This design comes from an exercise in tuning for a short achievable clock period and few clock cycles on the open sky130 flow, not from production work.

==> v39 <==
==> flow/design.v (excerpt) <==
module mips_core (
	input  logic        clk,
	input  logic        rst,
	output logic [31:0] pc,
	input  logic [31:0] instr,
	output logic        memwrite,
	output logic [31:0] memaddr,
	output logic [31:0] memwritedata,
	input  logic [31:0] memreaddata
);
clock: 9.0 ns
lec_check: 0
cap_margin: 20
core_margin: 2
core_utilization: 60
setup_slack_margin: 5
slew_margin: 20
tns_end_percent: 100
run.sh (not shown) runs the stock make flow with config.mk's settings and CLKGATE_MAP_FILE= SYNTH_SCRIPT=/design/flow/synth_recipe.tcl, a recipe that flattens the netlist after the stock synthesis.
==> v2 (differences from v39) <==
--- a/flow/design.v
+++ b/flow/design.v
@@ -138,39 +138,40 @@
 	logic        ex_op_and;
 	logic        ex_op_or;
 	logic        ex_op_slt;
 	logic        ex_op_add;     
 	logic [31:0] ex_a;          
 	logic [31:0] ex_b;          
+	logic [31:0] ex_bn;         
+	logic [31:0] ex_imm;
+	logic        ex_alusrc;
 	logic [31:0] ex_sd;         
-	logic        ex_sa_rf, ex_sa_mem, ex_sa_wb;
-	logic        ex_sb_rf, ex_sb_mem, ex_sb_memn, ex_sb_wb, ex_sb_wbn;
-	logic        ex_ss_rf, ex_ss_mem, ex_ss_wb;
+	logic        ex_sa_mem, ex_sb_mem, ex_ss_mem;   
+	logic        ex_kill;       
 	logic [31:0] mem_res;
 	logic [31:0] mem_res_n;     
 	logic [31:0] mem_sd;
 	logic        mem_store;
 	logic        mem_load;
 	logic [4:0]  mem_dst;
 	logic [31:0] wb_val;
-	logic [31:0] wb_val_n;
 	logic [4:0]  wb_dst;
 	logic        stall;
 	logic        mispredict;
 	logic [31:0] pc4;
 	logic [5:0]  f_op;
 	logic        f_j;
 	logic        f_br;
 	logic        f_bpred;
-	logic [15:0] f_lo;
+	logic [7:0]  f_lo;
 	logic        f_c;
-	logic [13:0] f_hi;
-	logic [31:0] f_btarget;
+	logic        f_short;       
+	logic        f_take;        
 	logic [31:0] f_jtarget;
-	logic [13:0] pc_hi_inc;
-	logic [13:0] pc_hi_dec;
+	logic [21:0] pc_hi_inc;
+	logic [21:0] pc_hi_dec;
 	logic        f_use_bt;
 	logic [31:0] f_other;
 	logic [31:0] f_next;
 	assign f_op = instr[31:26];
 	assign f_j  = f_op == 6'b000010;
 	assign f_br = f_op[5:1] == 5'b00010;
@@ -180,46 +181,50 @@
 		.b    (30'd0),
 		.cin  (1'b1),
 		.s    (pc4[31:2]),
 		.cout ()
 	);
 	assign pc4[1:0] = pc[1:0];
-	ks_add #(.W(16)) f_add (
-		.a    (pc[17:2]),
-		.b    (instr[15:0]),
+	ks_add #(.W(8)) f_add (
+		.a    (pc[9:2]),
+		.b    (instr[7:0]),
 		.cin  (1'b1),
 		.s    (f_lo),
 		.cout (f_c)
 	);
-	ks_add #(.W(14)) f_hinc (
-		.a    (pc[31:18]),
-		.b    (14'd0),
+	ks_add #(.W(22)) f_hinc (
+		.a    (pc[31:10]),
+		.b    (22'd0),
 		.cin  (1'b1),
 		.s    (pc_hi_inc),
 		.cout ()
 	);
-	ks_add #(.W(14)) f_dec (
-		.a    (pc[31:18]),
-		.b    (14'h3fff),
+	ks_add #(.W(22)) f_dec (
+		.a    (pc[31:10]),
+		.b    (22'h3fffff),
 		.cin  (1'b0),
 		.s    (pc_hi_dec),
 		.cout ()
 	);
-	assign f_hi      = f_c ? (instr[15] ? pc[31:18] : pc_hi_inc) : (instr[15] ? pc_hi_dec : pc[31:18]);
-	assign f_btarget = {f_hi, f_lo, pc[1:0]};
+	assign f_short = (instr[15:7] == 9'h000) || (instr[15:7] == 9'h1ff);
+	assign f_take  = f_bpred && f_short;
 	assign f_jtarget = {pc4[31:28], instr[25:0], 2'b00};
 	always_comb begin
 		if (stall)
 			f_other = pc;
 		else if (f_j)
 			f_other = f_jtarget;
 		else
 			f_other = pc4;
 	end
-	assign f_use_bt = !stall && !f_j && f_br && f_bpred;
-	assign f_next   = f_use_bt ? f_btarget : f_other;
+	assign f_use_bt = !stall && !f_j && f_br && f_take;
+	logic [21:0] f_next_hi1, f_next_hi0;
+	assign f_next_hi1 = f_use_bt ? (instr[7] ? pc[31:10] : pc_hi_inc) : f_other[31:10];
+	assign f_next_hi0 = f_use_bt ? (instr[7] ? pc_hi_dec : pc[31:10]) : f_other[31:10];
+	assign f_next     = {f_c ? f_next_hi1 : f_next_hi0,
+	                     f_use_bt ? f_lo : f_other[9:2], pc[1:0]};
 	always_ff @(posedge clk) begin
 		if (rst)
 			pc <= 32'd0;
 		else
 			pc <= mispredict ? x_alt : f_next;
 	end
@@ -253,105 +258,112 @@
 			d_dst = d_rt;
 		else
 			d_dst = 5'd0;
 	end
 	assign d_use_rs = d_rtype || d_addi || d_load || d_store || d_br;
 	assign d_use_rt = d_rtype || d_store || d_br;
-	assign stall = ex_load && ex_dst != 5'd0 &&
+	assign stall = ex_load && !ex_kill && ex_dst != 5'd0 &&
 		((d_use_rs && ex_dst == d_rs) || (d_use_rt && ex_dst == d_rt));
 	register_file rf0 (
 		.clk       (clk),
 		.rd_addr_a (d_rs),
 		.rd_addr_b (d_rt),
 		.rd_data_a (d_ra),
 		.rd_data_b (d_rb),
 		.wr_addr   (wb_dst),
 		.wr_data   (wb_val)
 	);
 	always_ff @(posedge clk) begin
-		if (rst || stall || mispredict) begin
+		if (rst || stall) begin
 			ex_br    <= 1'b0;
 			ex_load  <= 1'b0;
 			ex_store <= 1'b0;
 			ex_dst   <= 5'd0;
 		end else begin
 			ex_br    <= d_br;
 			ex_load  <= d_load;
 			ex_store <= d_store;
 			ex_dst   <= d_dst;
 		end
 	end
+	always_ff @(posedge clk) begin
+		if (rst)
+			ex_kill <= 1'b0;
+		else
+			ex_kill <= mispredict;
+	end
 	logic        d_sub, d_alusrc;
 	logic        d_fa_mem, d_fa_wb, d_fb_mem, d_fb_wb;
-	assign d_sub    = d_fsub || d_fslt;
-	assign d_alusrc = !d_rtype && !d_br;
-	assign d_fa_mem = d_rs != 5'd0 && ex_dst == d_rs;
-	assign d_fa_wb  = d_rs != 5'd0 && mem_dst == d_rs && !d_fa_mem;
-	assign d_fb_mem = d_rt != 5'd0 && ex_dst == d_rt;
-	assign d_fb_wb  = d_rt != 5'd0 && mem_dst == d_rt && !d_fb_mem;
-	always_ff @(posedge clk) begin
-		ex_nk      <= d_op[0] ^ f_bpred;
-		ex_pred    <= f_bpred;
-		ex_pc4     <= pc4;
-		ex_off     <= instr[15:0];
-		ex_sub     <= d_sub;
-		ex_op_and  <= d_fand;
-		ex_op_or   <= d_for;
-		ex_op_slt  <= d_fslt;
-		ex_op_add  <= !(d_fand || d_for || d_fslt);
-		ex_a       <= d_ra;
-		ex_b       <= d_alusrc ? {{16{instr[15]}}, instr[15:0]} : d_sub ? ~d_rb : d_rb;
-		ex_sd      <= d_rb;
-		ex_sa_mem  <= d_fa_mem;
-		ex_sa_wb   <= d_fa_wb;
-		ex_sa_rf   <= !d_fa_mem && !d_fa_wb;
-		ex_sb_mem  <= !d_alusrc && !d_sub && d_fb_mem;
-		ex_sb_memn <= !d_alusrc && d_sub && d_fb_mem;
-		ex_sb_wb   <= !d_alusrc && !d_sub && d_fb_wb;
-		ex_sb_wbn  <= !d_alusrc && d_sub && d_fb_wb;
-		ex_sb_rf   <= d_alusrc || (!d_fb_mem && !d_fb_wb);
-		ex_ss_mem  <= d_fb_mem;
-		ex_ss_wb   <= d_fb_wb;
-		ex_ss_rf   <= !d_fb_mem && !d_fb_wb;
+	logic [31:0] d_wb_next, d_a, d_b;
+	assign d_sub     = d_fsub || d_fslt;
+	assign d_alusrc  = !d_rtype && !d_br;
+	assign d_fa_mem  = d_rs != 5'd0 && !ex_kill && ex_dst == d_rs;
+	assign d_fa_wb   = d_rs != 5'd0 && mem_dst == d_rs;
+	assign d_fb_mem  = d_rt != 5'd0 && !ex_kill && ex_dst == d_rt;
+	assign d_fb_wb   = d_rt != 5'd0 && mem_dst == d_rt;
+	assign d_wb_next = mem_load ? memreaddata : mem_res;
+	assign d_a       = d_fa_wb ? d_wb_next : d_ra;
+	assign d_b       = d_fb_wb ? d_wb_next : d_rb;
+	always_ff @(posedge clk) begin
+		ex_nk     <= d_op[0] ^ f_take;
+		ex_pred   <= f_take;
+		ex_pc4    <= pc4;
+		ex_off    <= instr[15:0];
+		ex_sub    <= d_sub;
+		ex_op_and <= d_fand;
+		ex_op_or  <= d_for;
+		ex_op_slt <= d_fslt;
+		ex_op_add <= !(d_fand || d_for || d_fslt);
+		ex_a      <= d_a;
+		ex_b      <= d_b;
+		ex_bn     <= ~d_b;
+		ex_imm    <= {{16{instr[15]}}, instr[15:0]};
+		ex_alusrc <= d_alusrc;
+		ex_sd     <= d_b;
+		ex_sa_mem <= d_fa_mem;
+		ex_sb_mem <= !d_alusrc && d_fb_mem;
+		ex_ss_mem <= d_fb_mem;
 	end
-	logic [31:0] x_a, x_b, x_sd, x_sum, x_res;
+	logic [31:0] x_a, x_b, x_sd, x_sum, x_other, x_res, x_mem_b, x_b_reg;
 	logic        x_cout, x_slt;
-	assign x_a = ({32{ex_sa_rf}} & ex_a) | ({32{ex_sa_mem}} & mem_res) | ({32{ex_sa_wb}} & wb_val);
-	assign x_b = ({32{ex_sb_rf}} & ex_b) | ({32{ex_sb_mem}} & mem_res) | ({32{ex_sb_memn}} & mem_res_n) |
-	             ({32{ex_sb_wb}} & wb_val) | ({32{ex_sb_wbn}} & wb_val_n);
-	assign x_sd = ({32{ex_ss_rf}} & ex_sd) | ({32{ex_ss_mem}} & mem_res) | ({32{ex_ss_wb}} & wb_val);
+	assign x_mem_b = ex_sub ? mem_res_n : mem_res;
+	assign x_a     = ex_sa_mem ? mem_res : ex_a;
+	assign x_b_reg = ex_alusrc ? ex_imm : ex_sub ? ex_bn : ex_b;
+	assign x_b     = ex_sb_mem ? x_mem_b : x_b_reg;
+	assign x_sd    = ex_ss_mem ? mem_res : ex_sd;
 	ks_add #(.W(32)) x_add (
 		.a    (x_a),
 		.b    (x_b),
 		.cin  (ex_sub),
 		.s    (x_sum),
 		.cout (x_cout)
 	);
 	assign x_slt = x_a[31] ^ x_b[31] ^ x_cout;
-	assign x_res = ({32{ex_op_add}} & x_sum) | ({32{ex_op_and}} & (x_a & x_b)) |
-	               ({32{ex_op_or}} & (x_a | x_b)) | {31'd0, ex_op_slt & x_slt};
+	assign x_other = ({32{ex_op_and}} & (x_a & x_b)) | ({32{ex_op_or}} & (x_a | x_b)) |
+	                 {31'd0, ex_op_slt & x_slt};
+	assign x_res   = ex_op_add ? x_sum : x_other;
 	logic [31:0] x_btarget, x_alt;
 	ks_add #(.W(30)) x_badd (
 		.a    (ex_pc4[31:2]),
 		.b    ({{14{ex_off[15]}}, ex_off}),
 		.cin  (1'b0),
 		.s    (x_btarget[31:2]),
 		.cout ()
 	);
 	assign x_btarget[1:0] = ex_pc4[1:0];
 	assign x_alt          = ex_pred ? ex_pc4 : x_btarget;
-	assign mispredict = ex_br && ((x_a == x_b) != ex_nk);
+	assign mispredict = ex_br && !ex_kill && ((x_a == x_b) != ex_nk);
 	always_ff @(posedge clk) begin
 		if (rst) begin
 			mem_store <= 1'b0;
 			mem_load  <= 1'b0;
 			mem_dst   <= 5'd0;
 		end else begin
-			mem_store <= ex_store;
-			mem_load  <= ex_load;
-			mem_dst   <= ex_dst;
+			mem_store <= ex_store && !ex_kill;
+			mem_load  <= ex_load && !ex_kill;
+			mem_dst   <= ex_kill ? 5'd0 : ex_dst;
 		end
 	end
 	always_ff @(posedge clk) begin
 		mem_res   <= x_res;
 		mem_res_n <= ~x_res;
 		mem_sd    <= x_sd;
@@ -363,10 +375,9 @@
 		if (rst)
 			wb_dst <= 5'd0;
 		else
 			wb_dst <= mem_dst;
 	end
 	always_ff @(posedge clk) begin
-		wb_val   <= mem_load ? memreaddata : mem_res;
-		wb_val_n <= mem_load ? ~memreaddata : mem_res_n;
+		wb_val <= mem_load ? memreaddata : mem_res;
 	end
 endmodule
==> flow/flow/run.sh (new file) <==
#!/bin/bash
set -euo pipefail
bash standard.sh SETUP_SLACK_MARGIN=6 TNS_END_PERCENT=100 finish > standard.log 2>&1
==> flow/standard.sh (new file) <==
#!/bin/bash
# synth_recipe.tcl (not shown) runs the flow's synth.tcl, then flattens the netlist and writes it again
# the make line also repeats each setting of config.mk as NAME=value (left out here)
make -C /OpenROAD-flow-scripts/flow DESIGN_CONFIG=/design/flow/config.mk WORK_HOME=/design/flow/orfs CLKGATE_MAP_FILE= SYNTH_SCRIPT=/design/flow/synth_recipe.tcl "${@:-finish}"
Settings changed: SETUP_SLACK_MARGIN 5 to default, TNS_END_PERCENT 100 to default.
removed: flow/run.sh
==> comparison table <==
Final WS setup: v39 5.03 ns; v2 5.20 ns
Wire length of the first global-routing pass: v39 292000 um; v2 338000 um
Instance count along the most critical hold path: v39 0; v2 2
Y dimension of the die: v39 337 um; v2 337 um
Filler cells: v39 7511; v2 6214
Result of the run: v39 finished clean; v2 finished clean
Sink count of the clock tree: v39 1398; v2 1360
Number of sequential cells: v39 1398; v2 1360
Portion of the clock cycle consumed by the worst path in the final layout: v39 0.441; v2 0.422
Register fraction of the total cell area: v39 0.500; v2 0.443
Count of buffers added by post-CTS timing repair for setup: v39 7; v2 288
Effective utilization at floorplan: v39 0.604; v2 0.603
Post-cts gate resize count: v39 88; v2 1362
No run of this note included a check of the RTL's function; only the layout flow was run.

-- afterwards: timing with drivers on the ports --
No port has a modelled driver above. Below, the same layouts with a new extraction and two added sets of constraints. Step 1 assumes that a clkbuf_16 drives the clock port and a buf_2 every other input. Step 2 times the ports against the registers' clock, not the clock port: input delays grow and output delays shrink by t, the midpoint of the rising clock arrivals with the driver on. a / b / c = no drivers / after step 1 / after step 2; a / b = the first two.
run | t, ns | setup slack, ns | worst register clock-pin slew, ns
v39 | 0.836 | 5.027 / 4.883 / 4.047 | 0.07 / 0.07
v2 | 0.839 | 5.204 / 5.032 / 4.193 | 0.06 / 0.06
After both steps setup and hold are still met in every run listed. For v2, which loses most, drivers alone change the setup slack by -0.172 ns; drivers and shift together by -1.011 ns.
